This is an optimization exercise on Yosys and OpenROAD, whose aim is small area, a short achievable clock period and few clock cycles per item, not a production implementation. At most, simulation tests tie the RTL to the original design; equivalence was not proved. No functional check of the RTL was part of runs 1, 3 and 4. No activity file was given, so power comes from the tool's default toggle rates.

==> config.mk <==
export PLATFORM = sky130hd
export DESIGN_NAME = framebuffer_update_top
export DESIGN_NICKNAME = framebuffer_update_top
export VERILOG_FILES = /design/flow/design.v
export SDC_FILE = /design/flow/constraint.sdc
export NUM_CORES = 4
export LEC_CHECK = 0
export CAP_MARGIN = 20
export CORE_MARGIN = 2
export CORE_UTILIZATION = 45
export SETUP_SLACK_MARGIN = 5
export SLEW_MARGIN = 20
export SYNTH_MEMORY_MAX_BITS = 16384
==> design.v <==
`default_nettype none
module screen_reader #(
  parameter int queue_depth = 4                                
) (
  input  logic        clk,
  input  logic        reset,
  input  logic        start,                                   
  input  logic        done,                                    
  input  logic [31:0] frame_base,                              
  output logic [31:0] mem_address,
  output logic        mem_read,
  input  logic        mem_waitrequest,
  input  logic [7:0]  mem_readdata,
  output logic        processing,
  output logic        idx_valid,                               
  output logic [7:0]  idx,
  input  logic        wr_accept                                
);
  logic       accept;                                          
  logic [8:0] rd_cnt;                                          
  logic [2:0] occ;                                             
  logic [2:0] occ_next;
  logic       more;                                            
  assign accept   = mem_read && !mem_waitrequest;
  assign occ_next = occ + 3'(accept) - 3'(wr_accept);
  assign more     = !rd_cnt[8] && !(accept && rd_cnt[7:0] == 8'hff);
  always_ff @(posedge clk) begin
    if (reset) begin
      processing <= 1'b0;
      mem_read   <= 1'b0;
      rd_cnt     <= 9'h100;
      occ        <= '0;
    end else begin
      occ <= occ_next;
      if (start && !processing) begin
        processing <= 1'b1;
        mem_read   <= 1'b1;
        rd_cnt     <= '0;
      end else begin
        if (done) processing <= 1'b0;
        if (accept) rd_cnt <= rd_cnt + 1'b1;
        mem_read <= (mem_read && mem_waitrequest)
                 || (more && occ_next < 3'(queue_depth));
      end
    end
  end
  always_ff @(posedge clk) begin
    if (!processing) mem_address <= frame_base;
    else if (accept) mem_address <= mem_address + 1'b1;
  end
  always_ff @(posedge clk) begin
    if (reset) idx_valid <= 1'b0;
    else       idx_valid <= accept;
  end
  always_ff @(posedge clk) begin
    if (accept) idx <= mem_readdata;                           
  end
endmodule
`default_nettype wire
`default_nettype none
module pixel_fifo #(
  parameter int depth = 3                                      
) (
  input  logic        clk,
  input  logic        reset,
  input  logic        start,                                   
  input  logic        in_valid,
  input  logic [15:0] in_pixel,
  output logic [31:0] vga_address,
  output logic        vga_write,
  input  logic        vga_waitrequest,
  output logic [15:0] vga_writedata,
  output logic        accept,                                  
  output logic        done
);
  localparam int cnt_w = 2;                                   
  logic [15:0]      skid [depth];
  logic [cnt_w-1:0] fill;                                      
  logic [7:0]       wr_n;                                      
  logic             load;                                      
  assign accept = vga_write && !vga_waitrequest;
  assign load   = !vga_write || !vga_waitrequest;
  assign vga_address = 32'h0800_0000 | (32'(wr_n[7:5]) << 10) | (32'(wr_n[4:0]) << 1);
  always_ff @(posedge clk) begin
    if (reset) begin
      vga_write <= 1'b0;
      fill      <= '0;
    end else if (load) begin
      vga_write <= (fill != '0) || in_valid;
      if (fill != '0) fill <= fill - cnt_w'(!in_valid);
    end else begin
      if (in_valid) fill <= fill + 1'b1;
    end
  end
  always_ff @(posedge clk) begin
    if (load) vga_writedata <= (fill != '0) ? skid[0] : in_pixel;
  end
  always_ff @(posedge clk) begin
    for (int i = 0; i < depth; i++) begin
      if (load) begin
        if (in_valid && cnt_w'(i + 1) == fill) skid[i] <= in_pixel;
        else if (i + 1 < depth)                skid[i] <= skid[(i + 1) % depth];
      end else begin
        if (in_valid && cnt_w'(i) == fill) skid[i] <= in_pixel;
      end
    end
  end
  always_ff @(posedge clk) begin
    if (start)       wr_n <= '0;
    else if (accept) wr_n <= wr_n + 1'b1;
  end
  always_ff @(posedge clk) begin
    if (reset) done <= 1'b0;
    else       done <= accept && wr_n == 8'hff;
  end
endmodule
`default_nettype wire
`default_nettype none
module vga_pixel_writer #(
  parameter int lookup_stages = 2                              
) (
  input  logic        clk,
  input  logic        reset,
  input  logic        idx_valid,                               
  input  logic [7:0]  idx,
  input  logic        palette_write,
  input  logic [7:0]  palette_index,
  input  logic [23:0] palette_rgb,                             
  output logic        pix_valid,                               
  output logic [15:0] pix_data                                 
);
  logic [15:0] palette [256];                                  
  logic        pw_en;                                          
  logic [7:0]  pw_idx;
  logic [15:0] pw_data;
  always_ff @(posedge clk) begin
    pw_en   <= palette_write;
    pw_idx  <= palette_index;
    pw_data <= {palette_rgb[23:19], palette_rgb[15:10], palette_rgb[7:3]};
  end
  always_ff @(posedge clk) begin
    if (pw_en) palette[pw_idx] <= pw_data;
  end
  if (lookup_stages == 1) begin : g_one
    assign pix_valid = idx_valid;
    assign pix_data  = palette[idx];
  end else begin : g_two
    logic [15:0] grp [4];                                      
    logic [1:0]  hi;
    logic        v;
    logic [63:0] sel;                                          
    logic [15:0] cand [4];
    always_comb begin
      sel = '0;
      sel[idx[5:0]] = 1'b1;
      for (int g = 0; g < 4; g++) begin
        cand[g] = '0;
        for (int i = 0; i < 64; i++) cand[g] = cand[g] | ({16{sel[i]}} & palette[g*64 + i]);
      end
    end
    always_ff @(posedge clk) begin
      for (int g = 0; g < 4; g++) grp[g] <= cand[g];
      hi <= idx[7:6];
    end
    always_ff @(posedge clk) begin
      if (reset) v <= 1'b0;
      else       v <= idx_valid;
    end
    assign pix_valid = v;
    assign pix_data  = grp[hi];
  end
endmodule
`default_nettype wire
`default_nettype none
module framebuffer_update_top (
  input  logic                         clk,
  input  logic                         reset,
  input  logic                         start,
  input  logic [31:0]                  frame_base,             
  input  logic                         palette_write,
  input  logic [7:0]                   palette_index,
  input  logic [23:0]                  palette_rgb,
  output logic [31:0]                  mem_address,
  output logic                         mem_read,
  input  logic                         mem_waitrequest,
  input  logic [7:0]                   mem_readdata,
  output logic [31:0]                  vga_address,
  output logic                         vga_write,
  input  logic                         vga_waitrequest,
  output logic [15:0]                  vga_writedata,          
  output logic                         processing,
  output logic                         done
);
  localparam int lookup_stages = 2;                            
  localparam int queue_depth   = lookup_stages + 2;            
  logic        idx_valid;                                      
  logic [7:0]  idx;
  logic        wr_accept;                                      
  logic        pix_valid;                                      
  logic [15:0] pix_data;
  screen_reader #(.queue_depth(queue_depth)) u_reader (
    .clk             (clk),
    .reset           (reset),
    .start           (start),
    .done            (done),
    .frame_base      (frame_base),
    .mem_address     (mem_address),
    .mem_read        (mem_read),
    .mem_waitrequest (mem_waitrequest),
    .mem_readdata    (mem_readdata),
    .processing      (processing),
    .idx_valid       (idx_valid),
    .idx             (idx),
    .wr_accept       (wr_accept)
  );
  vga_pixel_writer #(.lookup_stages(lookup_stages)) u_writer (
    .clk           (clk),
    .reset         (reset),
    .idx_valid     (idx_valid),
    .idx           (idx),
    .palette_write (palette_write),
    .palette_index (palette_index),
    .palette_rgb   (palette_rgb),
    .pix_valid     (pix_valid),
    .pix_data      (pix_data)
  );
  pixel_fifo #(.depth(queue_depth - 1)) u_fifo (
    .clk             (clk),
    .reset           (reset),
    .start           (start && !processing),
    .in_valid        (pix_valid),
    .in_pixel        (pix_data),
    .vga_address     (vga_address),
    .vga_write       (vga_write),
    .vga_waitrequest (vga_waitrequest),
    .vga_writedata   (vga_writedata),
    .accept          (wr_accept),
    .done            (done)
  );
endmodule
`default_nettype wire
==> run.sh <==
#!/bin/bash
# synth_recipe.tcl (not shown) runs the flow's synth.tcl, then flattens the netlist and writes it again
# the make line also repeats each setting of config.mk as NAME=value (left out here)
make -C /OpenROAD-flow-scripts/flow DESIGN_CONFIG=/design/flow/config.mk WORK_HOME=/design/flow/orfs CLKGATE_MAP_FILE= SYNTH_SCRIPT=/design/flow/synth_recipe.tcl finish
==> constraint.sdc <==
create_clock -name core_clock -period 10.0 [get_ports {clk}]
set_input_delay 2.0000 -clock core_clock [delete_from_list [all_inputs] [get_ports {clk}]]
set_output_delay 2.0000 -clock core_clock [all_outputs]
set_load 0.01 [all_outputs]
==> impl_metrics.toml, run 1 <==
[placement]
place_ws_ns = 3.76
io_buffers = 129
place_hpwl_um = 390000
place.gp.congestion = 0.983
placed_cell_area_sq_um = 169000

[yosys]
synth_seq_cells = 4319
synth_cell_types = 87
synth_area_per_cell_sq_um = 17.7
synth_top_area_share_pct = 79.3
yosysWarnings = 6
yosysMostFrequentCell = "edfxtp_1"
synth_common_cells = "4184 x edfxtp_1, 1191 x a22oi_1, 465 x nor2_1, 356 x nand2_1, 292 x a221oi_1"
synth_area_leader_cell = "edfxtp_1"
synth_area_sq_um = 158000
async_reset_ff_share_pct = 0
syn_inst = 8926
yosysSeqAreaShare_pct = 81.0
ys_top_cells_by_area = "edfxtp_1 79%, a22oi_1 5.6%, dfxtp_1 1.7%"
synth_ff_type = "edfxtp_1"
synth_edf_count = 4184

[critical_path]
rr_endpoint = "u_writer.g_two.grp[0][1]"
arrival_ns = 6.11
cp-start-kind = "register"
cp_max_fo = 59
cp_slowest_cell = "buf_4"
r2r_cells = 14
cp.required_ns = 10.93
cp_common_cell = "buf_4"
r2r-start = "u_reader.idx[0]"
r2r_slack_ns = 4.82
cp_slowest_stage_delay_ns = 0.61
critPathKind = "reg2reg"
path_cells = "buf_4, inv_1, ha_4, buf_12, clkinvlp_4, buf_4, a221oi_4, buf_4, buf_4, a22o_1, a221oi_1, and3_1, nand4_1, or4_1"
end_kind = "register"

[sta]
fin_crit_sh_pct = 51.8
maxSlewViolCount = 0
max_slew_margin_pct = 13.3
period_needed_ns = 5.18
setup_viol = 0
tns_ns = 0
fin_skew_ns = 0.0669
rsz0062_at_grt = "yes"
tightestPinTransition_ns = 1.30
fmaxAchievable_mhz = 193
hold_viol = 0
setup_slack_ns = 4.82

[routing]
wirelength_um = 684000
ant_nets = 0
drc = 0
via_count = 106000
firstDrtPassIters = 13
first_iter_violations = 25200
vias_per_cell = 7.34
wl_per_cell_um = 47.6

[floorplan]
die_h_um = 597
dieArea_sq_um = 357000
die_x_um = 597
rows = 217
core_area_sq_um = 350000
start_util_pct = 45.3
ios = 162

[cells_and_area]
drive_gt1_share_pct = 16.2
area_delta_synth_final_pct = 16.0
layout.nets = 9458
fin_area_sq_um = 184000
nFillCells = 27400

[global_route]
grt_max_degree = 221
grt_pass1_wl_um = 883000
grt_pass1_vias = 94400
grt_use_total_pct = 37.5
overflow = 0
antenna_found_initial = 52

[min_path]
min-delay-start = "u_reader.idx[7]"
holdCritPathClass = "reg2reg"
whs_path_depth = 0
worstHoldEndpoint = "u_writer.g_two.hi[1]"

[power_and_ir_drop]
intPower_uw = 29900
pwr-share-comb_pct = 4.5
swShare_pct = 22.5
clkPwrFrac_pct = 42.8
p_seq_share_pct = 52.7
powerDensity_nw_per_um2 = 210
p_leak_uw = 0.0565
ir_drop_mv = 0.163
p_switching_uw = 8670

[clocking]
clock_path_buffers = 4
cts_tree = "built"
htreeDepth = 5
clk_pin_slew_ns = 0.07
cts.sink_count = 4319
numCtsBuffers = 421
worstSkewPairLatency_ns = 1.02
cts_root_buf = "clkbuf_16"

[outcome]
outcome = "finished clean"

[flow_run]
maxCapViolations = 0
[power groups by stage]
stage	clock network, uW	logic, uW	registers [uW]
after global placement	0	1570	20700
after detailed placement	0	1600	20700
after CTS	16400	1610	20300
after floorplan	0	599	20700
after global routing	17100	1710	20300
final	16500	1720	20400
[cells in the final DEF (no fill, tap or decap), drive strengths merged, types with 30 or more instances in the layout]
master and n:
nand3 154, mux2 54, a222oi 121, edfxtp 4184, a221o 48, nor3 71
buf 444, nor4 43, clkbuf 512, or4 30, dfxtp 135, a211oi 51
a21oi 128, nand2 357, a221oi 304, a22o 216, and3 32, inv 30
a22oi 1192, bufinv 60, o21ai 136, clkinv 178, nor2 465, nand4 230
o22ai 73, clkdlybuf4s50 129, diode 52
[final cells by class]
| type | instances | area, sq um | area share [%] |
|---|---|---|---|
| Multi-Input combinational cell | 4036 | 30200 | 16.4 |
| Antenna cell | 52 | 130 | 0.0708 |
| Clock buffer | 512 | 11100 | 6.04 |
| Timing Repair Buffer | 573 | 4990 | 2.72 |
| Inverter | 18 | 71.3 | 0.0388 |
| Clock inverter | 274 | 3080 | 1.68 |
| Tap cell | 4599 | 5750 | 3.13 |
| Sequential cell | 4319 | 128000 | 69.9 |
[sequential cells by signal (all words and copies together), names as in the netlist]
name                  count
u_fifo.wr_n               8
u_reader.occ              3
u_reader.rd_cnt           9
u_fifo.fill               2
u_writer.g_two.hi         2
u_fifo.skid              48
u_fifo.vga_writedata     16
u_writer.palette       4096
u_reader.idx_valid        1
u_fifo.vga_write          1
u_fifo.done               1
u_writer.g_two.v          1
u_writer.pw_en            1
u_writer.pw_data         16
u_reader.mem_address     32
u_reader.idx              8
u_reader.mem_read         1
u_reader.processing       1
u_writer.pw_idx           8
u_writer.g_two.grp       64
[cell families after synthesis]
logic type / Yosys count / share of synthesized area (%)
mux: 89 / 0.732
compound gates: 2405 / 11.8
xor+xnor: 46 / 0.254
simple gates: 1461 / 4.38
other cells: 2 / 0.00474
flops: 4319 / 81.0
buf+inv: 593 / 1.67
fa+ha+maj: 11 / 0.0916
[through the flow]
stage	std cells	util, %	power (uW)	hold WS, ns
4_1_cts	14300	52.4	38400	0.352
3_3_place_gp	13500	48.2	22300	0.339
6_report	14400	52.5	38600	0.345
3_5_place_dp	13500	48.3	22300	0.332
5_1_grt	14300	52.5	39100	0.360
2_1_floorplan	8948	-	21300	0.323
[critical path, delay by kind of cell (launching register included)]
family	cells	cell delay [ns]
buf+inv	7	2.60
flops	1	0.37
compound gates	3	0.64
fa+ha+maj	1	0.59
simple gates	3	0.57
[worst max path at each step]
stage | start | endpoint | slack [ns] | depth (start not counted)
4_1_cts | u_reader.idx[1] | u_writer.g_two.grp[2][2] | 5.05 | 11
6_report | u_reader.idx[0] | u_writer.g_two.grp[0][1] | 4.82 | 14
5_1_grt | u_reader.idx[1] | u_writer.g_two.grp[2][1] | 4.98 | 12
3_3_place_gp | u_reader.idx[1] | u_writer.g_two.grp[2][0] | 3.71 | 14
3_5_place_dp | u_reader.idx[1] | u_writer.g_two.grp[2][0] | 3.76 | 14
2_1_floorplan | u_writer.pw_data[0] | u_writer.palette[0][0] | 5.77 | 0
[layer usage]
layer  routed length [um]  vias up  part of all wire (%)  GRT usage (%)
met5                  836        -                  0.12          0.784
met4                54400       40                   7.9           24.8
met3               121000     2487                    18           16.3
met2               281000    11300                    41           51.9
met1               226000    53400                    33           47.5
li1                     -    38200                     -              -
[what timing repair did]
item,4_1_cts,5_1_grt
endpoints found under the setup margin,64,29
hold buffers,0,0
buffers inserted,10,5
gates resized for setup,29,14
pin swaps,2,2
==> run 2, diff against run 1 <==
--- a/design.v
+++ b/design.v
@@ -148,18 +148,8 @@
     logic [15:0] grp [4];                                      
     logic [1:0]  hi;
     logic        v;
-    logic [63:0] sel;                                          
-    logic [15:0] cand [4];
-    always_comb begin
-      sel = '0;
-      sel[idx[5:0]] = 1'b1;
-      for (int g = 0; g < 4; g++) begin
-        cand[g] = '0;
-        for (int i = 0; i < 64; i++) cand[g] = cand[g] | ({16{sel[i]}} & palette[g*64 + i]);
-      end
-    end
     always_ff @(posedge clk) begin
-      for (int g = 0; g < 4; g++) grp[g] <= cand[g];
+      for (int g = 0; g < 4; g++) grp[g] <= palette[{2'(g), idx[5:0]}];
       hi <= idx[7:6];
     end
     always_ff @(posedge clk) begin
--- a/config.mk
+++ b/config.mk
@@ -8,6 +8,5 @@
 export CAP_MARGIN = 20
 export CORE_MARGIN = 2
 export CORE_UTILIZATION = 45
-export SETUP_SLACK_MARGIN = 5
 export SLEW_MARGIN = 20
 export SYNTH_MEMORY_MAX_BITS = 16384
==> impl_metrics.toml, run 2 <==
[yosys]
synth_edf_count = 4184
synth_compound_area_share_pct = 2.69
synth_ff_type = "edfxtp_1"
synth_area_per_cell_sq_um = 21.8
synth_common_cells = "4184 x edfxtp_1, 992 x mux4_2, 431 x nor2_1, 309 x o22ai_1, 208 x clkbuf_1"
syn_inst = 7517
synth_top_family_by_area = "multiplexers"
synth_cell_types = 59
synth_seq_cells = 4319
yosysSeqAreaShare_pct = 78.4
yosysWarnings = 5
synthMuxAreaShare_pct = 15.1
synth_area_sq_um = 164000
yosys.area_share.simple_pct = 2.18
synth_area_leader_cell = "edfxtp_1"
synth_top_area_share_pct = 76.7
synth-xor-area-share_pct = 0.209
yosysMostFrequentCell = "edfxtp_1"
synthAdderAreaFrac_pct = 0.0581
ys_top_cells_by_area = "edfxtp_1 77%, mux4_2 14%, dfxtp_1 1.7%"
async_reset_ff_share_pct = 0

[placement]
place.gp.congestion = 0.831
placedCellCount = 12400
place_hpwl_um = 251000
io_buffers = 129

[power_and_ir_drop]
p_leak_uw = 0.0582
powerDensity_nw_per_um2 = 206
ir_drop_mv = 0.148

[sta]
fin_crit_sh_pct = 50.1
maxSlewViolCount = 0
fin_skew_ns = 0.0416
tns_ns = 0
hold_viol = 0
max_slew_margin_pct = 16.3
period_needed_ns = 5.01
fmaxAchievable_mhz = 200
tightestPinTransition_ns = 1.26
setup_viol = 0
rsz0062_at_grt = "no"

[critical_path]
critPathKind = "reg2reg"
arrival_ns = 5.93
crit_start = "u_reader.idx[3]"
cp-start-kind = "register"
r2r_cells = 7
r2r_slack_ns = 4.99
r2r-start = "u_reader.idx[3]"
rr_endpoint = "u_writer.g_two.grp[0][12]"
cp_max_fo = 38
end_kind = "register"
cp.required_ns = 10.91

[outcome]
outcome = "finished clean"

[floorplan]
core_area_sq_um = 362000
rows = 221
start_util_pct = 45.2
die_x_um = 607
die_h_um = 607
ios = 162
dieArea_sq_um = 369000

[routing]
wirelength_um = 429000
dr.max_layer_used = "met5"
drt-met1-wl_um = 173000
first_iter_violations = 9690
drc = 0
firstDrtPassIters = 6
vias_per_cell = 6.08
wl_per_cell_um = 32.5
via_count = 80100
wl_met2_um = 206000
route.met3.wl_um = 36000
ant_nets = 0

[cells_and_area]
largest_reg_flops = 4096
reg.largest.list = "u_writer.palette x4096, u_writer.g_two.grp x64, u_fifo.skid x48"
layout.nets = 8104
nFillCells = 28000
top_register = "u_writer.palette"
drive_gt1_share_pct = 26.2
final_cell_mix = "4184 x edfxtp_1, 992 x mux4_2, 444 x clkbuf_16, 361 x nor2_1, 340 x buf_4"
stdcell_count = 13200
area_delta_synth_final_pct = 14.1
final_common_cell = "edfxtp_1"

[min_path]
min-delay-start = "u_reader.idx[6]"
holdCritPathClass = "reg2reg"
whs_path_depth = 0
worstHoldEndpoint = "u_writer.g_two.hi[0]"

[clocking]
cts_root_buf = "clkbuf_16"
clock_path_buffers = 4
cts.sink_count = 4319
cts_hold_repair.buffers = 0
cts_setup_buffers = 0
htreeDepth = 5
clk_pin_slew_ns = 0.06
ctsResizeCount = 0
numCtsBuffers = 436
worstSkewPairLatency_ns = 0.98
cts_tree = "built"

[global_route]
antenna_found_initial = 19
grt_use_total_pct = 23.0
overflow = 0
grt_pass1_vias = 80400
grt_pass1_wl_um = 602000
grt_max_degree = 195

[flow_run]
maxCapViolations = 0
## run 2: cell types whose count changed in the layout (fill, tap and decap cells not counted), moves of 207 or more
| cell | change |
|---|---|
| mux4_2 | +976 |
| nand4_1 | -207 |
| a22oi_1 | -1188 |
| a221oi_1 | -267 |
| o22ai_1 | +240 |
| a22o_1 | -213 |
| nand2_1 | -251 |
## run 2: worst max path at each step
stage                                end  slack [ns]  cells after the start
6_report       u_writer.g_two.grp[0][12]        4.99                      7
5_1_grt        u_writer.g_two.grp[2][12]        4.97                      7
4_1_cts        u_writer.g_two.grp[2][12]        5.12                      7
3_5_place_dp   u_writer.g_two.grp[2][12]        5.17                      7
3_3_place_gp   u_writer.g_two.grp[2][12]        5.19                      7
2_1_floorplan     u_writer.palette[0][0]        5.77                      0
## run 2: kinds of logic after synthesis
logic type	after synthesis
and+or+nand+nor	796
AOI/OAI and AO/OA	666
xor gates and xnor gates	39
adders and majority gates	7
muxes	1219
other	2
buffers and inverters	469
DFF	4319
## run 2: area by class of cell
class                           count  area (sq um)  area share [%]
Sequential cell                  4319        128000            68.8
Multi-Input combinational cell   2751         33800            18.1
Clock buffer                      568         11800            6.32
Tap cell                         4794          6000            3.21
Timing Repair Buffer              498          4420            2.37
Clock inverter                    233          2260            1.21
Inverter                           13          48.8          0.0261
Antenna cell                       16          40.0          0.0214
## run 2: power breakdown
part / total, uW / internal, uW / switching, uW / leakage, uW
Clock: 16100 / 9270 / 6810 / 0.00689
Sequential: 20300 / 20100 / 255 / 0.0388
Combinational: 2140 / 834 / 1300 / 0.0125
## run 2: metrics by stage
stage                     cell area [sq um]  power (uW)  hold WS (ns)  util (%)  setup slack, ns
after global routing                 187000       39600         0.375      51.5             4.97
after detailed placement             172000       22900         0.327      47.6             5.17
after global placement               172000       22800         0.339      47.6             5.19
after CTS                            186000       38800         0.348      51.5             5.12
final                                187000       38600         0.346      51.6             4.99
after floorplan                      164000       21900         0.323         -             5.77
## run 2: critical path, stage by stage, from the launching register on
cell and delay, ns:
edfxtp_1 0.90, buf_4 0.71, nor2b_1 0.46, nand2b_2 0.50, buf_4 0.73, o22ai_1 0.29
nor4_2 1.07, o22a_1 0.24
## run 2: layer usage
metal  global-route usage [%]  up-vias
li1                         -    32700
met1                     31.9    43300
met2                     37.3     3554
met3                     4.53      635
met4                     6.89       11
met5                    0.287        -
Testbench counts of run 2, summed over its fixed seeds: cycles 8,352, items 8,192.
==> run 3, diff against run 2 <==
--- a/design.v
+++ b/design.v
@@ -1,6 +1,6 @@
 `default_nettype none
 module screen_reader #(
-  parameter int queue_depth = 4                                
+  parameter int queue_depth = 2                                
 ) (
   input  logic        clk,
   input  logic        reset,
@@ -10,13 +10,10 @@
   output logic [31:0] mem_address,
   output logic        mem_read,
   input  logic        mem_waitrequest,
-  input  logic [7:0]  mem_readdata,
   output logic        processing,
-  output logic        idx_valid,                               
-  output logic [7:0]  idx,
+  output logic        accept,                                  
   input  logic        wr_accept                                
 );
-  logic       accept;                                          
   logic [8:0] rd_cnt;                                          
   logic [2:0] occ;                                             
   logic [2:0] occ_next;
@@ -47,13 +44,6 @@
   always_ff @(posedge clk) begin
     if (!processing) mem_address <= frame_base;
     else if (accept) mem_address <= mem_address + 1'b1;
-  end
-  always_ff @(posedge clk) begin
-    if (reset) idx_valid <= 1'b0;
-    else       idx_valid <= accept;
-  end
-  always_ff @(posedge clk) begin
-    if (accept) idx <= mem_readdata;                           
   end
 endmodule
 `default_nettype wire
@@ -116,48 +106,27 @@
 endmodule
 `default_nettype wire
 `default_nettype none
-module vga_pixel_writer #(
-  parameter int lookup_stages = 2                              
-) (
+module vga_pixel_writer (
   input  logic        clk,
-  input  logic        reset,
-  input  logic        idx_valid,                               
-  input  logic [7:0]  idx,
+  input  logic [7:0]  idx,                                     
   input  logic        palette_write,
   input  logic [7:0]  palette_index,
   input  logic [23:0] palette_rgb,                             
-  output logic        pix_valid,                               
   output logic [15:0] pix_data                                 
 );
-  logic [15:0] palette [256];                                  
-  logic        pw_en;                                          
-  logic [7:0]  pw_idx;
-  logic [15:0] pw_data;
+  logic [15:0]  palette [256];                                 
+  logic [255:0] sel;                                           
   always_ff @(posedge clk) begin
-    pw_en   <= palette_write;
-    pw_idx  <= palette_index;
-    pw_data <= {palette_rgb[23:19], palette_rgb[15:10], palette_rgb[7:3]};
+    if (palette_write)
+      palette[palette_index] <= {palette_rgb[23:19], palette_rgb[15:10], palette_rgb[7:3]};
   end
-  always_ff @(posedge clk) begin
-    if (pw_en) palette[pw_idx] <= pw_data;
-  end
-  if (lookup_stages == 1) begin : g_one
-    assign pix_valid = idx_valid;
-    assign pix_data  = palette[idx];
-  end else begin : g_two
-    logic [15:0] grp [4];                                      
-    logic [1:0]  hi;
-    logic        v;
-    always_ff @(posedge clk) begin
-      for (int g = 0; g < 4; g++) grp[g] <= palette[{2'(g), idx[5:0]}];
-      hi <= idx[7:6];
+  logic [255:0] terms [16];
+  always_comb begin
+    for (int i = 0; i < 256; i++) sel[i] = (idx == 8'(i));
+    for (int b = 0; b < 16; b++) begin
+      for (int i = 0; i < 256; i++) terms[b][i] = sel[i] & palette[i][b];
+      pix_data[b] = |terms[b];
     end
-    always_ff @(posedge clk) begin
-      if (reset) v <= 1'b0;
-      else       v <= idx_valid;
-    end
-    assign pix_valid = v;
-    assign pix_data  = grp[hi];
   end
 endmodule
 `default_nettype wire
@@ -181,13 +150,10 @@
   output logic                         processing,
   output logic                         done
 );
-  localparam int lookup_stages = 2;                            
-  localparam int queue_depth   = lookup_stages + 2;            
-  logic        idx_valid;                                      
-  logic [7:0]  idx;
+  localparam int queue_depth = 2;                              
+  logic        rd_accept;                                      
   logic        wr_accept;                                      
-  logic        pix_valid;                                      
-  logic [15:0] pix_data;
+  logic [15:0] pix_data;                                       
   screen_reader #(.queue_depth(queue_depth)) u_reader (
     .clk             (clk),
     .reset           (reset),
@@ -197,28 +163,23 @@
     .mem_address     (mem_address),
     .mem_read        (mem_read),
     .mem_waitrequest (mem_waitrequest),
-    .mem_readdata    (mem_readdata),
     .processing      (processing),
-    .idx_valid       (idx_valid),
-    .idx             (idx),
+    .accept          (rd_accept),
     .wr_accept       (wr_accept)
   );
-  vga_pixel_writer #(.lookup_stages(lookup_stages)) u_writer (
+  vga_pixel_writer u_writer (
     .clk           (clk),
-    .reset         (reset),
-    .idx_valid     (idx_valid),
-    .idx           (idx),
+    .idx           (mem_readdata),
     .palette_write (palette_write),
     .palette_index (palette_index),
     .palette_rgb   (palette_rgb),
-    .pix_valid     (pix_valid),
     .pix_data      (pix_data)
   );
   pixel_fifo #(.depth(queue_depth - 1)) u_fifo (
     .clk             (clk),
     .reset           (reset),
     .start           (start && !processing),
-    .in_valid        (pix_valid),
+    .in_valid        (rd_accept),
     .in_pixel        (pix_data),
     .vga_address     (vga_address),
     .vga_write       (vga_write),
--- a/config.mk
+++ b/config.mk
@@ -8,5 +8,6 @@
 export CAP_MARGIN = 20
 export CORE_MARGIN = 2
 export CORE_UTILIZATION = 45
+export SETUP_SLACK_MARGIN = 5
 export SLEW_MARGIN = 20
 export SYNTH_MEMORY_MAX_BITS = 16384
==> impl_metrics.toml, run 3 <==
[global_route]
grt_max_degree = 137
grt_pass1_wl_um = 828000
overflow = 0
grt_use_total_pct = 35.1
antenna_found_initial = 55
grt_pass1_vias = 93200

[clocking]
htreeDepth = 5
numCtsBuffers = 421
cts_hold_repair.buffers = 0
cts_tree = "built"
clock_path_buffers = 4
cts.sink_count = 4186
cts_root_buf = "clkbuf_16"
clk_pin_slew_ns = 0.06
worstSkewPairLatency_ns = 1.05

[min_path]
holdCritPathClass = "reg2reg"
worstHoldEndpoint = "u_reader.processing"
min-delay-start = "u_fifo.done"
whs_path_depth = 1

[cells_and_area]
area_delta_synth_final_pct = 16.7
reg.largest.list = "u_writer.palette x4096, u_reader.mem_address x32"
final_cell_mix = "4160 x edfxtp_1, 953 x a22oi_1, 464 x nand3_1, 444 x buf_4, 427 x clkbuf_16"
nFillCells = 27300
postLayoutCoreUtil_pct = 52.7
final_common_cell = "edfxtp_1"
layout.nets = 9542
largest_reg_flops = 4096
top_register = "u_writer.palette"
drive_gt1_share_pct = 16.7

[placement]
io_buffers = 129
place_ws_ns = 2.46
place.gp.congestion = 1.05
place_hpwl_um = 388000

[critical_path]
rr_endpoint = "u_fifo.vga_writedata[6]"
cp-start-kind = "input pin"
cp.required_ns = 10.67
r2r_cells = 7
critPathKind = "in2reg"
cp_max_fo = 74
cpLargestDelayFamily = "simple AND/OR/NAND/NOR gates"
arrival_ns = 6.08
worst-path-buf-inv = 4
path_cells = "clkbuf_4, buf_12, and4b_4, buf_12, buf_8, a22oi_2, o22ai_1, nor4_4, nand4_1, nor4_4, a31oi_2"
end_kind = "register"
cp_slowest_cell = "nor4_4"
r2r_slack_ns = 6.36
cp_slowest_stage_delay_ns = 0.79
r2r-start = "u_writer.palette[53][6]"

[yosys]
synth_cell_types = 70
yosysWarnings = 5
synth_common_cells = "4160 x edfxtp_1, 957 x a22oi_1, 524 x nor2_1, 473 x nand3_1, 354 x clkbuf_1"
synth_area_leader_cell = "edfxtp_1"
synth_area_per_cell_sq_um = 17.3
synth_edf_count = 4160
synth_top_area_share_pct = 80.0
async_reset_ff_share_pct = 0
yosysMostFrequentCell = "edfxtp_1"
syn_inst = 9015
ys_top_cells_by_area = "edfxtp_1 80%, a22oi_1 4.6%, nand3_1 1.5%"
synth_ff_type = "edfxtp_1"
synth_area_sq_um = 156000
yosysSeqAreaShare_pct = 80.3
synth_seq_cells = 4186

[sta]
setup_slack_ns = 4.59
fmaxAchievable_mhz = 185
period_needed_ns = 5.41
setup_viol = 0
max_slew_margin_pct = 3.01
hold_viol = 0
hold_slack_ns = 0.425
fin_crit_sh_pct = 54.1
maxSlewViolCount = 0
tns_ns = 0
rsz0062_at_grt = "yes"
fin_skew_ns = 0.0576
tightestPinTransition_ns = 1.45

[floorplan]
die_x_um = 593
dieArea_sq_um = 352000
ios = 162
core_area_sq_um = 346000
start_util_pct = 45.2
rows = 216
die_h_um = 593

[routing]
firstDrtPassIters = 8
wirelength_um = 633000
wl_per_cell_um = 43.9
drc = 0
via_count = 102000
first_iter_violations = 21600
ant_nets = 0
vias_per_cell = 7.09

[power_and_ir_drop]
p_leak_uw = 0.0548
power_uw = 36500
ir_drop_mv = 0.167
powerDensity_nw_per_um2 = 200

[flow_run]
maxCapViolations = 0

[outcome]
outcome = "finished clean"
[run 3: cells by family after synthesis]
logic type,after synthesis,synth area share (%)
AO/OA/AOI/OAI,2287,11.2
AND/OR/NAND/NOR,1676,5.57
flip-flops,4186,80.3
adder cells (fa/ha/maj),7,0.0609
buffers and inverters,705,1.96
other,2,0.00481
multiplexers,109,0.714
XOR/XNOR,43,0.241
[run 3: through the flow]
step | area (sq um) | instances
floorplan | 156000 | 9037
global placement | 166000 | 13500
detailed placement | 166000 | 13500
CTS | 181000 | 14400
global route | 182000 | 14400
finish | 182000 | 14400
[run 3: final cells by class]
class | instances | area (sq um) | area share (%)
inverter | 10 | 37.5 | 0.0206
timing repair buffer | 689 | 6810 | 3.74
tap | 4578 | 5730 | 3.14
sequential | 4186 | 125000 | 68.8
clock buffer | 503 | 10900 | 5.98
antenna | 43 | 108 | 0.0590
multi-input combinational | 4149 | 30700 | 16.8
clock inverter | 272 | 2560 | 1.40
[run 3: metal layers]
layer	share of wire, %	vias to the layer above	track usage, %	wire length, um
li1	-	38700	-	-
met1	34	52100	44.3	216000
met2	42	9510	49.3	264000
met3	16	2008	14.5	101000
met4	8.0	25	23.3	50700
met5	0.12	-	0.866	769
[run 3: timing repair]
action,4_1_cts,5_1_grt
cloned,3,3
gates resized for setup,152,82
setup buffers,74,15
setup endpoints to repair,453,129
pin swaps,58,29
[run 3: worst max-delay path by stage]
stage / from / to / cells after the start
floorplan: mem_readdata[0] / u_fifo.vga_writedata[3] / 12
global placement: mem_readdata[7] / u_fifo.vga_writedata[3] / 11
detailed placement: mem_readdata[7] / u_fifo.vga_writedata[3] / 11
CTS: palette_index[0] / u_writer.palette[5][8] / 5
global route: mem_readdata[7] / u_fifo.vga_writedata[15] / 11
finish: mem_readdata[7] / u_fifo.vga_writedata[15] / 11
[run 3: power breakdown]
group	leakage (uW)	total, uW	internal [uW]	switching [uW]
Combinational	0.0105	1510	369	1140
Clock	0.00660	15600	8730	6860
Sequential	0.0377	19400	19400	48.4
Total	0.0548	36500	28500	8050
==> run 4, diff against run 3 <==
--- a/design.v
+++ b/design.v
@@ -1,6 +1,6 @@
 `default_nettype none
 module screen_reader #(
-  parameter int queue_depth = 2                                
+  parameter int queue_depth = 3                                
 ) (
   input  logic        clk,
   input  logic        reset,
@@ -11,30 +11,38 @@
   output logic        mem_read,
   input  logic        mem_waitrequest,
   output logic        processing,
+  output logic        frame_start,                             
   output logic        accept,                                  
   input  logic        wr_accept                                
 );
+  logic       busy;                                            
   logic [8:0] rd_cnt;                                          
   logic [2:0] occ;                                             
   logic [2:0] occ_next;
   logic       more;                                            
-  assign accept   = mem_read && !mem_waitrequest;
-  assign occ_next = occ + 3'(accept) - 3'(wr_accept);
-  assign more     = !rd_cnt[8] && !(accept && rd_cnt[7:0] == 8'hff);
+  assign frame_start = start && !busy;
+  assign accept      = mem_read && !mem_waitrequest;
+  assign occ_next    = occ + 3'(accept) - 3'(wr_accept);
+  assign more        = !rd_cnt[8] && !(accept && rd_cnt[7:0] == 8'hff);
   always_ff @(posedge clk) begin
     if (reset) begin
       processing <= 1'b0;
+      busy       <= 1'b0;
       mem_read   <= 1'b0;
       rd_cnt     <= 9'h100;
       occ        <= '0;
     end else begin
       occ <= occ_next;
-      if (start && !processing) begin
+      if (frame_start) begin
         processing <= 1'b1;
+        busy       <= 1'b1;
         mem_read   <= 1'b1;
         rd_cnt     <= '0;
       end else begin
-        if (done) processing <= 1'b0;
+        if (done) begin
+          processing <= 1'b0;
+          busy       <= 1'b0;
+        end
         if (accept) rd_cnt <= rd_cnt + 1'b1;
         mem_read <= (mem_read && mem_waitrequest)
                  || (more && occ_next < 3'(queue_depth));
@@ -42,7 +50,7 @@
     end
   end
   always_ff @(posedge clk) begin
-    if (!processing) mem_address <= frame_base;
+    if (!busy)       mem_address <= frame_base;
     else if (accept) mem_address <= mem_address + 1'b1;
   end
 endmodule
@@ -108,26 +116,55 @@
 `default_nettype none
 module vga_pixel_writer (
   input  logic        clk,
+  input  logic        reset,
+  input  logic        idx_valid,                               
   input  logic [7:0]  idx,                                     
   input  logic        palette_write,
   input  logic [7:0]  palette_index,
   input  logic [23:0] palette_rgb,                             
+  output logic        pix_valid,                               
   output logic [15:0] pix_data                                 
 );
-  logic [15:0]  palette [256];                                 
-  logic [255:0] sel;                                           
+  localparam int n_grp = 85;                                   
+  logic [15:0]      palette [256];                             
+  logic [15:0]      hi_oh;                                     
+  logic [15:0]      lo_oh;                                     
+  logic [255:0]     sel;                                       
+  logic [n_grp-1:0] grp_n [16];                                
   always_ff @(posedge clk) begin
     if (palette_write)
       palette[palette_index] <= {palette_rgb[23:19], palette_rgb[15:10], palette_rgb[7:3]};
   end
-  logic [255:0] terms [16];
+  always_ff @(posedge clk) begin
+    for (int j = 0; j < 16; j++) begin
+      hi_oh[j] <= (idx[7:4] == 4'(j));
+      lo_oh[j] <= (idx[3:0] == 4'(j));
+    end
+  end
+  always_ff @(posedge clk) begin
+    if (reset) pix_valid <= 1'b0;
+    else       pix_valid <= idx_valid;
+  end
   always_comb begin
-    for (int i = 0; i < 256; i++) sel[i] = (idx == 8'(i));
-    for (int b = 0; b < 16; b++) begin
-      for (int i = 0; i < 256; i++) terms[b][i] = sel[i] & palette[i][b];
-      pix_data[b] = |terms[b];
-    end
-  end
+    for (int i = 0; i < 256; i++) sel[i] = hi_oh[i / 16] && lo_oh[i % 16];
+  end
+  for (genvar b = 0; b < 16; b++) begin : g_bit
+    for (genvar k = 0; k < n_grp; k++) begin : g_grp
+      palette_sel3 u_sel (
+        .d   ({palette[3*k + 2][b], palette[3*k + 1][b], palette[3*k][b]}),
+        .s   (sel[3*k + 2 : 3*k]),
+        .y_n (grp_n[b][k])
+      );
+    end
+    assign pix_data[b] = !(&grp_n[b]) || (sel[255] && palette[255][b]);
+  end
+endmodule
+module palette_sel3 (
+  input  logic [2:0] d,
+  input  logic [2:0] s,
+  output logic       y_n
+);
+  assign y_n = !(|(d & s));
 endmodule
 `default_nettype wire
 `default_nettype none
@@ -150,10 +187,12 @@
   output logic                         processing,
   output logic                         done
 );
-  localparam int queue_depth = 2;                              
+  localparam int queue_depth = 3;                              
+  logic        frame_start;
   logic        rd_accept;                                      
   logic        wr_accept;                                      
-  logic [15:0] pix_data;                                       
+  logic        pix_valid;                                      
+  logic [15:0] pix_data;
   screen_reader #(.queue_depth(queue_depth)) u_reader (
     .clk             (clk),
     .reset           (reset),
@@ -164,22 +203,26 @@
     .mem_read        (mem_read),
     .mem_waitrequest (mem_waitrequest),
     .processing      (processing),
+    .frame_start     (frame_start),
     .accept          (rd_accept),
     .wr_accept       (wr_accept)
   );
   vga_pixel_writer u_writer (
     .clk           (clk),
+    .reset         (reset),
+    .idx_valid     (rd_accept),
     .idx           (mem_readdata),
     .palette_write (palette_write),
     .palette_index (palette_index),
     .palette_rgb   (palette_rgb),
+    .pix_valid     (pix_valid),
     .pix_data      (pix_data)
   );
   pixel_fifo #(.depth(queue_depth - 1)) u_fifo (
     .clk             (clk),
     .reset           (reset),
-    .start           (start && !processing),
-    .in_valid        (rd_accept),
+    .start           (frame_start),
+    .in_valid        (pix_valid),
     .in_pixel        (pix_data),
     .vga_address     (vga_address),
     .vga_write       (vga_write),
==> flow/run.sh (new file) <==
#!/bin/bash
set -euo pipefail
bash standard.sh SETUP_SLACK_MARGIN=6.4 finish > standard.log 2>&1
==> standard.sh (new file) <==
#!/bin/bash
# synth_recipe.tcl (not shown) runs the flow's synth.tcl, then flattens the netlist and writes it again
# the make line also repeats each setting of config.mk as NAME=value (left out here)
make -C /OpenROAD-flow-scripts/flow DESIGN_CONFIG=/design/flow/config.mk WORK_HOME=/design/flow/orfs CLKGATE_MAP_FILE= SYNTH_SCRIPT=/design/flow/synth_recipe.tcl "${@:-finish}"
--- a/config.mk
+++ b/config.mk
@@ -8,6 +8,9 @@
 export CAP_MARGIN = 20
 export CORE_MARGIN = 2
 export CORE_UTILIZATION = 45
+export CTS_CLUSTER_DIAMETER = 127
+export CTS_CLUSTER_SIZE = 24
 export SETUP_SLACK_MARGIN = 5
 export SLEW_MARGIN = 20
+export SYNTH_HIERARCHICAL = 1
 export SYNTH_MEMORY_MAX_BITS = 16384
removed: run.sh
==> impl_metrics.toml, run 4 <==
[outcome]
outcome = "finished clean"

[power_and_ir_drop]
ir_drop_mv = 0.153
p_switching_uw = 6100
clkPwrFrac_pct = 30.3
pwr-share-comb_pct = 3.7
swShare_pct = 20.5
power_uw = 29700
intPower_uw = 23600
p_seq_share_pct = 66.0
powerDensity_nw_per_um2 = 177
p_leak_uw = 0.0510

[routing]
drc = 0
first_iter_violations = 17800
via_count = 82600
wl_per_cell_um = 35.1
wirelength_um = 432000
ant_nets = 0
vias_per_cell = 6.72
firstDrtPassIters = 12

[floorplan]
start_util_pct = 45.2
die_h_um = 580
core_area_sq_um = 331000
dieArea_sq_um = 337000
ios = 162
rows = 211
die_x_um = 580

[sta]
max_slew_margin_pct = 17.8
fin_crit_sh_pct = 37.5
rsz0062_at_grt = "yes"
setup_viol = 0
fin_skew_ns = 0.0780
hold_slack_ns = 0.494
maxSlewViolCount = 0
hold_viol = 0
fmaxAchievable_mhz = 267
period_needed_ns = 3.75
setup_slack_ns = 6.25
tightestPinTransition_ns = 1.23
tns_ns = 0

[placement]
io_buffers = 129
place.gp.congestion = 0.884
place_ws_ns = 3.45
place_hpwl_um = 257000
placedCellCount = 11800

[critical_path]
critPathKind = "reg2reg"
cp_slowest_stage_delay_ns = 0.60
arrival_ns = 4.45
cp.required_ns = 10.70
end_kind = "register"
path_cells = "buf_12, buf_4, and2_4, a222oi_1, nand4_1, nor4_4, and4_4, nand3_2, mux2_2"
cp-start-kind = "register"
cp_slowest_cell = "a222oi_1"
cp_max_fo = 15

[cells_and_area]
multiInputGateArea_sq_um = 24600
final_common_cell = "edfxtp_1"
final-seq-area_sq_um = 127000
reg.largest.list = "u_writer.palette x4096, u_fifo.skid x32, u_reader.mem_address x32"
nFillCells = 26100
area_delta_synth_final_pct = 12.3
largest_reg_flops = 4096
layout.nets = 7883
stdcell_count = 12300
drive_gt1_share_pct = 15.3
top_register = "u_writer.palette"
final_cell_mix = "4176 x edfxtp_1, 1360 x a222oi_1, 337 x nand4_1, 314 x buf_4, 203 x clkbuf_16"

[clocking]
clock_path_buffers = 4
htreeDepth = 4
cts_root_buf = "clkbuf_16"
clk_pin_slew_ns = 0.10
worstSkewPairLatency_ns = 0.93
cts.sink_count = 4235
numCtsBuffers = 199
cts_tree = "built"

[yosys]
synth_top_area_share_pct = 83.9
yosysSeqAreaShare_pct = 84.7
ys_top_cells_by_area = "edfxtp_1 84%, a222oi_1 9.1%, nand4_1 1.4%"
synth_common_cells = "4176 x edfxtp_1, 1360 x a222oi_1, 337 x nand4_1, 316 x nor2_1, 257 x and2_1"
synth_area_sq_um = 150000
yosysMostFrequentCell = "edfxtp_1"
synth_area_per_cell_sq_um = 20.9
async_reset_ff_share_pct = 0
synth_edf_count = 4176
synth_ff_type = "edfxtp_1"
synth_area_leader_cell = "edfxtp_1"
synth_seq_cells = 4235
syn_inst = 7146
yosysWarnings = 11
synth_cell_types = 64

[flow_run]
maxCapViolations = 0

[global_route]
grt_pass1_vias = 78100
grt_pass1_wl_um = 594000
antenna_found_initial = 42
grt_use_total_pct = 24.7
overflow = 0
grt_max_degree = 186

[min_path]
holdCritPathClass = "reg2reg"
[run 4: cells by family after synthesis]
| logic type | Yosys count | synth area share, % |
|---|---|---|
| other | 2 | 0.00502 |
| flip-flops | 4235 | 84.7 |
| AO/OA/AOI/OAI | 1445 | 9.51 |
| AND/OR/NAND/NOR | 1240 | 4.68 |
| buffers and inverters | 140 | 0.514 |
| multiplexers | 53 | 0.422 |
| adder cells (fa/ha/maj) | 7 | 0.0636 |
| XOR/XNOR | 24 | 0.141 |
[run 4: worst max-delay path: cells and delay by family (launching register included)]
family,cells,cell delay (ns)
buf+inv,2,0.37
simple gates,5,1.73
mux,1,0.34
compound gates,1,0.60
flops,1,0.39
[run 4: repair_timing]
item,CTS,global route
setup endpoints to repair,4140,856
resized for setup,708,93
hold buffers,0,0
pin swaps,207,99
setup buffers,142,46
cloned,5,2
[run 4: layout make-up]
type	instances	area share, %
clock buffers	279	3.19
flip-flops and latches	4235	75.4
diodes	52	0.0775
repair buffers	549	3.26
well taps	4366	3.25
clock inverters	9	0.0946
inverters	15	0.0335
multi-input cells	2798	14.7
[run 4: per-stage QoR]
stage / util [%] / instance area, sq um
after floorplan: - / 150000
after global placement: 47.8 / 158000
after detailed placement: 47.8 / 158000
after CTS: 50.5 / 167000
after global routing: 50.8 / 168000
final: 50.8 / 168000
[run 4: final timing paths]
check	from	end	slack, ns	depth (start not counted)
worst min register to register	u_fifo.wr_n[7]	u_fifo.done	0.49	2
worst min-delay path	u_fifo.wr_n[7]	u_fifo.done	0.49	2
worst max-delay path	u_writer.lo_oh[15]	u_fifo.vga_writedata[7]	6.25	9
worst max register to register	u_writer.lo_oh[15]	u_fifo.vga_writedata[7]	6.25	9
[run 4: modules after synthesis (local to each module, per instance), excerpt]
module	times used	area [sq um]
vga_pixel_writer	1	130000
palette_sel3	1360	10.0
[run 4: power by group through the flow]
| stage | registers (uW) | clock network (uW) | logic [uW] |
|---|---|---|---|
| 2_1_floorplan | 20000 | 0 | 251 |
| 5_1_grt | 19600 | 9700 | 1120 |
| 3_3_place_gp | 20000 | 0 | 938 |
| 3_5_place_dp | 20000 | 0 | 963 |
| 4_1_cts | 19600 | 9140 | 1060 |
| 6_report | 19600 | 9010 | 1090 |
[run 4: routing by layer]
metal,vias up,global-route usage [%],routed length (um)
met5,-,0,26
met4,4,9.20,17100
met2,5061,39.2,205000
met1,43200,34.6,165000
met3,596,3.93,45500
li1,33800,-,-

re-timing with driven ports:
Ports are ideal in the flow. The routed layouts listed here were re-timed in OpenROAD. Step 1 (the two cells are an assumption about what drives the block):
set clk [get_ports {clk}]
set_driving_cell -lib_cell sky130_fd_sc_hd__clkbuf_16 $clk
set_driving_cell -lib_cell sky130_fd_sc_hd__buf_2 [delete_from_list [all_inputs] $clk]
Step 2, shift: input delay + t, output delay - t, t = (earliest + latest rising clock arrival at the registers) / 2. This alone moves slack from input paths to output paths. Slacks: ideal ports / drivers / drivers and shift; pairs: ideal ports / drivers.
run | t, ns | setup WS [ns] | latest minus earliest clock arrival (ns) | worst register clock-pin slew, ns | cell pins on the clock port's net
run 1 | 1.100 | 4.824 / 4.824 / 4.824 | 0.071 / 0.072 | 0.07 / 0.07 | 1
run 2 | 1.062 | 4.988 / 4.988 / 4.988 | 0.047 / 0.047 | 0.07 / 0.07 | 1
run 3 | 1.119 | 4.593 / 4.605 / 3.486 | 0.069 / 0.069 | 0.07 / 0.07 | 1
run 4 | 0.996 | 6.250 / 6.250 / 5.277 | 0.091 / 0.090 | 0.11 / 0.11 | 1
After both steps setup and hold are still met in every run listed. The setup slack of run 3, which loses most, moves by +0.012 ns with the drivers and by -1.107 ns with both steps.
